Context: an optimization exercise on an open-source flow, tuned for a short achievable clock period. The choices shown serve that exercise and are no tape-out recipe.
Only simulation tests tie the RTL to the original design; equivalence was not proved.
Power is estimated from default activity; no workload was simulated.

Design cap_pipe_top, start of the top module:
module cap_pipe_top (
    input  wire logic                CLK,
    input  wire logic                rst_n,
    input  wire logic                insn_valid,
    input  wire logic [31:0]         insn,
    output logic                     retire_valid,
    output logic [38:0]              retire    
);
    localparam int W     = 32;
    localparam int CAP_W = 32 + 1;
    logic is_addi, is_inc, is_sub, is_mov, is_clr, is_gt, legal;
    insn_decoder decoder_i (
        .insn    (insn),
        .is_addi (is_addi),
        .is_inc  (is_inc),
        .is_sub  (is_sub),
        .is_mov  (is_mov),
        .is_clr  (is_clr),
        .is_gt   (is_gt),
        .legal   (legal)
    );
    logic [5-1:0] rd, rs1, rs2;
    assign rd  = insn[11:7];
    assign rs1 = insn[19:15];
    assign rs2 = insn[24:20];
    logic                 s1_valid, s1_wr;
    logic [5-1:0] s1_rd;
    logic                 s2_valid, s2_wr;
    logic [5-1:0] s2_rd;
    logic [5-1:0] s3_wrd;
    logic a_f, a_r, a_w, a_g, b_f, b_r, b_w, b_g;
    logic m1a, m2a, m3a, m1b, m2b, m3b;
    logic use_b;
    logic fa, fb;
    assign m1a = s1_valid & s1_wr & (s1_rd == rs1);
    assign m2a = s2_valid & s2_wr & (s2_rd == rs1);
    assign m3a = (s3_wrd == rs1) & (rs1 != '0);
    assign m1b = s1_valid & s1_wr & (s1_rd == rs2);
    assign m2b = s2_valid & s2_wr & (s2_rd == rs2);
    assign m3b = (s3_wrd == rs2) & (rs2 != '0);
    assign use_b = is_inc | is_sub;
    assign a_f   = m1a;
    assign a_r   = ~m1a & m2a;
    assign a_w   = ~m1a & ~m2a & m3a;
    assign a_g   = ~m1a & ~m2a & ~m3a;
    assign b_f   = m1b;
    assign b_r   = ~m1b & m2b;
    assign b_w   = ~m1b & ~m2b & m3b;
  ...
make LEC_CHECK=0 CAP_MARGIN=20 CORE_MARGIN=2 CORE_UTILIZATION=55 GPL_ROUTABILITY_DRIVEN=0 SETUP_SLACK_MARGIN=3.5 SLEW_MARGIN=20 TNS_END_PERCENT=100 finish   # period 6.0 ns
run.sh (not shown) runs the stock make flow with config.mk's settings and CLKGATE_MAP_FILE= SYNTH_SCRIPT=/design/flow/synth_recipe.tcl, a recipe that flattens the netlist after the stock synthesis.
The baseline finished clean.
==> next run, changes <==
==> flow/flow/run.sh (new file) <==
#!/bin/bash
set -euo pipefail
cd "$(dirname "$0")/.."
export BUFFER_PORTS_ARGS="-buffer_cell sky130_fd_sc_hd__buf_4"
bash standard.sh finish > standard_flow.log 2>&1
==> flow/standard.sh (new file) <==
#!/bin/bash
# synth_recipe.tcl (not shown) runs the flow's synth.tcl, then flattens the netlist and writes it again
# the make line also repeats each setting of config.mk as NAME=value (left out here)
make -C /OpenROAD-flow-scripts/flow DESIGN_CONFIG=/design/flow/config.mk WORK_HOME=/design/flow/orfs CLKGATE_MAP_FILE= SYNTH_SCRIPT=/design/flow/synth_recipe.tcl "${@:-finish}"
- CORE_UTILIZATION: 55 -> 50
- GPL_ROUTABILITY_DRIVEN: 0 -> unset
removed: flow/run.sh
The new run went through all stages and came out clean.
Core utilization goes down by 5.7 points.
Area after synthesis stays the same.
Routed wire length goes down slightly.
Final area goes up slightly.
Clock power goes up by a few percent.
Setup slack got worse by 0.12 ns.
Via count goes down slightly.
Maximum frequency goes down by a few percent.
==> next run, changes <==
==> flow/run.sh (new file) <==
#!/bin/bash
# synth_recipe.tcl (not shown) runs the flow's synth.tcl, then flattens the netlist and writes it again
# the make line also repeats each setting of config.mk as NAME=value (left out here)
make -C /OpenROAD-flow-scripts/flow DESIGN_CONFIG=/design/flow/config.mk WORK_HOME=/design/flow/orfs CLKGATE_MAP_FILE= SYNTH_SCRIPT=/design/flow/synth_recipe.tcl finish
- CORE_UTILIZATION: 50 -> 58
removed: flow/flow/run.sh
removed: flow/standard.sh
Final area went down by 1.1%. Hold slack is worse by 0.0043 ns. Synthesized area is unchanged. Sequential share of layout area rose by 0.65 points. Worst setup slack improved by 0.088 ns. Power decreases by 3.6%.
==> next run, changes <==
- CORE_UTILIZATION: 58 -> 50
Core utilization falls by 8.6 points.
Final area rises slightly.
Hold slack improved by 0.014 ns.
Worst setup slack got worse by 0.053 ns.
Final cell count rises by a few percent.
Area after synthesis does not change.
Via count falls slightly.

## separate check: timing with driven ports
In the flow no input, the clock included, has a driving cell. The finished layouts below were timed again as built, in two steps.
Step 1 sets driving cells, clkbuf_16 on the clock port and buf_2 on the other inputs (assumed; they add their load-dependent delay and slew).
Step 2 also shifts input and output timing later by t, the mid clock arrival at the registers, as if the neighbouring blocks saw the same clock.
a / b / c = ideal ports / drivers / drivers and shift; a / b = the first two.
run	shift t [ns]	slack for setup (ns)	slew at the worst register clock pin (ns)	pins driven straight from the clock port
the first run	0.900	3.426 / 3.402 / 2.662	0.07 / 0.07	1
the second run	0.893	3.304 / 3.227 / 2.663	0.06 / 0.06	1
the third run	0.871	3.392 / 3.392 / 2.638	0.07 / 0.07	1
the fourth run	0.887	3.339 / 3.259 / 2.645	0.06 / 0.06	1
After both steps every run listed still meets setup and hold. For the first run, which loses most, drivers alone change the setup slack by -0.024 ns; drivers and shift together by -0.764 ns.
